Source: an optimization exercise on an open RTL-to-GDS flow (aim: small area). Production flows keep margins and buffers that such runs may drop. RTL that was checked went through simulation tests only; none was proved equivalent to the original. Power and IR drop assume default switching activity.

==> inputs of exp/maple <==
Design fft_peak_detect, start of the top module:
module fft_peak_detect #(
    parameter int width   = 16,
    parameter int N_2     = 5,
    parameter int SKIP_DC = 1
) (
    input  logic                 clk,
    input  logic                 reset,
    input  logic                 in_valid,
    input  logic [2*width-1:0]   in_data,
    input  logic [2*width-1:0]   threshold,
    output logic                 busy,
    output logic                 result_valid,
    input  logic                 result_ack,
    output logic [N_2-1:0]       peak_idx,
    output logic [2*width-1:0]   peak_mag,
    output logic                 peak_found
);
Settings: LEC_CHECK=0, CAP_MARGIN=20, CORE_MARGIN=2, CORE_UTILIZATION=40, SLEW_MARGIN=20, SYNTH_HIERARCHICAL=1; clock period 8.0 ns.
standard.sh (not shown) runs the stock make flow with config.mk's settings and CLKGATE_MAP_FILE= SYNTH_SCRIPT=/design/flow/synth_recipe.tcl, a recipe that flattens the netlist after the stock synthesis.
==> flow/flow/run.sh <==
#!/bin/bash
set -e
cp standard.sh standard_sh_copy.txt
cp config.mk config_mk_copy.txt
export BUFFER_PORTS_ARGS="-buffer_cell sky130_fd_sc_hd__buf_1"
bash standard.sh > standard.log 2>&1
==> inputs of exp/raven, as changes to exp/maple <==
==> flow/flow/run.sh (replaced) <==
#!/bin/bash
set -e
export BUFFER_PORTS_ARGS="-buffer_cell sky130_fd_sc_hd__buf_1"
export CTS_ARGS="-sink_clustering_enable -repair_clock_nets -dont_use_dummy_load -buf_list sky130_fd_sc_hd__clkbuf_8 -sink_clustering_size 20"
bash standard.sh > standard.log 2>&1
--- a/flow/config.mk
+++ b/flow/config.mk
@@ -7,6 +7,6 @@
 export LEC_CHECK = 0
 export CAP_MARGIN = 20
 export CORE_MARGIN = 2
-export CORE_UTILIZATION = 40
+export CORE_UTILIZATION = 60
 export SLEW_MARGIN = 20
 export SYNTH_HIERARCHICAL = 1
==> comparison <==
In critical path depth, exp/maple and exp/raven do not differ.
In synthesized area, exp/raven and exp/maple do not differ.
Fmax: exp/raven is lower than exp/maple (about 1%).
Cell area: exp/maple is higher than exp/raven (about 3%).
Of exp/maple and exp/raven, exp/maple has the higher clock power (gap 89%, measured against exp/raven).

==> job 5290: inputs <==
Another version of the RTL of fft_peak_detect (not shown whole).
clock: 8.0 ns
lec_check: 0
cap_margin: 0
core_margin: 2
core_utilization: 60
gpl_timing_driven: 0
slew_margin: 0
synth_hierarchical: 1
==> flow/flow/run.sh <==
#!/bin/bash
set -e
export BUFFER_PORTS_ARGS="-buffer_cell sky130_fd_sc_hd__buf_1"
export CTS_ARGS="-sink_clustering_enable -repair_clock_nets -dont_use_dummy_load -buf_list sky130_fd_sc_hd__clkbuf_8 -sink_clustering_size 20"
bash standard.sh > standard.log 2>&1
==> inputs of job 9890, as changes to job 5290 <==
--- a/flow/design.v
+++ b/flow/design.v
@@ -25,15 +25,15 @@
     logic                  r_vld;       
     logic [3:0]            w_idx;       
     logic                  w_first;
     logic [PW:0]           w_gt;        
     logic                  w_upd;
     logic [PW-1:0]         r_max_mag;
     logic [3:0]            r_max_idx;
-    logic                  w_sel;       
+    logic [PW:0]           w_fnd;       
     logic                  r_found;
     assign w_hold = r_pos[5] & r_pos[1];
     always_ff @(posedge clk) begin
         if (!reset) begin
             r_pos <= '0;
         end else if (!r_pos[5]) begin
             r_pos <= r_pos + {5'd0, in_valid};
@@ -820,32 +820,34 @@
     assign m907 = t775 ^ g855;
     assign m908 = t777 ^ g879;
     assign m909 = t779 ^ g839;
     assign m910 = t781 ^ g881;
     assign m911 = t783 ^ g857;
     assign m912 = t785 ^ g883;
     assign w_mag = {m912, m911, m910, m909, m908, m907, m906, m905, m904, m903, m902, m901, m900, m899, m898, m897, m896, m895, m894, m893, m892, m891, m890, m889, m888, m887, m886, m885, ~s729, ~s727, ~c726, ~s725};
-    assign w_sel = in_valid && (r_pos[5:4] == 2'd0) && (r_pos[3:0] != 4'd0);
     always_ff @(posedge clk) begin
-        r_mag <= w_sel ? w_mag : threshold;
-        r_vld <= reset && w_sel;
+        r_mag <= w_mag;
+        r_vld <= reset && in_valid && (r_pos[5:4] == 2'd0) && (r_pos[3:0] != 4'd0);
     end
     assign w_idx   = r_pos[3:0] - 4'd1;
     assign w_first = (r_pos[3:0] == 4'd2);
-    assign w_gt[0] = !r_vld;
+    assign w_gt[0]  = 1'b0;
+    assign w_fnd[0] = 1'b0;
     for (genvar i = 0; i < PW; i++) begin : g_cmp
-        assign w_gt[i+1] = (r_mag[i] & ~r_max_mag[i]) | ((r_mag[i] | ~r_max_mag[i]) & w_gt[i]);
+        assign w_gt[i+1]  = (r_mag[i] & ~r_max_mag[i]) | ((r_mag[i] | ~r_max_mag[i]) & w_gt[i]);
+        assign w_fnd[i+1] = (r_max_mag[i] & ~threshold[i]) |
+                            ((r_max_mag[i] | ~threshold[i]) & w_fnd[i]);
     end
     assign w_upd = r_vld && (w_first || w_gt[PW]);
     always_ff @(posedge clk) begin
         if (w_upd) begin
             r_max_mag <= r_mag;
             r_max_idx <= w_idx;
         end
-        r_found <= !w_gt[PW];
+        r_found <= w_fnd[PW];
     end
     assign peak_mag   = r_max_mag;
     assign peak_idx   = {1'b0, r_max_idx};
     assign peak_found = r_found;
 endmodule
 module fpd_fa (
     input  logic a,
==> flow/flow/run.sh (replaced) <==
#!/bin/bash
set -e
export BUFFER_PORTS_ARGS="-buffer_cell sky130_fd_sc_hd__buf_1"
export CTS_ARGS="-sink_clustering_enable -repair_clock_nets -dont_use_dummy_load -buf_list sky130_fd_sc_hd__clkbuf_4 -sink_clustering_size 8"
bash standard.sh > standard.log 2>&1
GPL_TIMING_DRIVEN = default   (was 0)
==> metrics.md <==
| Metric | Value |
|---|---|
| Routed length on met1 | 10,600 um |
| Slew at the pin closest to its max-slew limit | 964 ps |
| Multi-input gates | 806 |
| Final min period | about 7200 ps |
| Result of the run | complete, no violations |
| Met3 layer wire length in the routed design | 1660 um |
The numbers above come from job 5290.

==> metrics.md <==
| Metric | Value |
|---|---|
| Result of the run | complete, no violations |
| Die height | 133 um |
| Slew at the pin closest to its max-slew limit | 1150 ps |
| Clock Tree Root | sky130_fd_sc_hd__clkbuf_4 |
| Final min period | 7080 ps |
| Routed length on met1 | between 10,000 and 15,000 um |
The numbers above come from job 9890.

The RTL of job 5290 was laid out without a check of its function.

## afterwards: timing with drivers on the ports
The results above use ideal ports. As a check the final layouts listed here were re-extracted and re-timed, cells and wires unchanged.
Step 1, drivers: a clkbuf_16 drives clk and a buf_2 each remaining input, both assumed.
Step 2 adds t to the input delays and takes it off the output delays; t is the mean of the earliest and latest rising clock arrival at the registers after step 1. Input paths then give back, and output paths get back, about the clock's delay inside the block.
Slacks: ideal / step 1 / step 2; pairs: ideal / step 1.
run | shift t [ns] | slack for setup (ns) | worst slew at a driven data input, ns | pins driven straight from the clock port
exp/maple | 0.360 | 0.466 / 0.484 / 0.123 | 0.04 | 1
exp/raven | 0.362 | 0.391 / 0.399 / 0.036 | 0.06 | 1
job 5290 | 0.369 | 0.780 / 0.788 / 0.419 | 0.05 | 1
job 9890 | 0.427 | 0.919 / 0.930 / 0.503 | 0.04 | 1
After both steps setup and hold are still met in every run listed. The setup slack of job 9890, which loses most, moves by +0.011 ns with the drivers and by -0.416 ns with both steps.
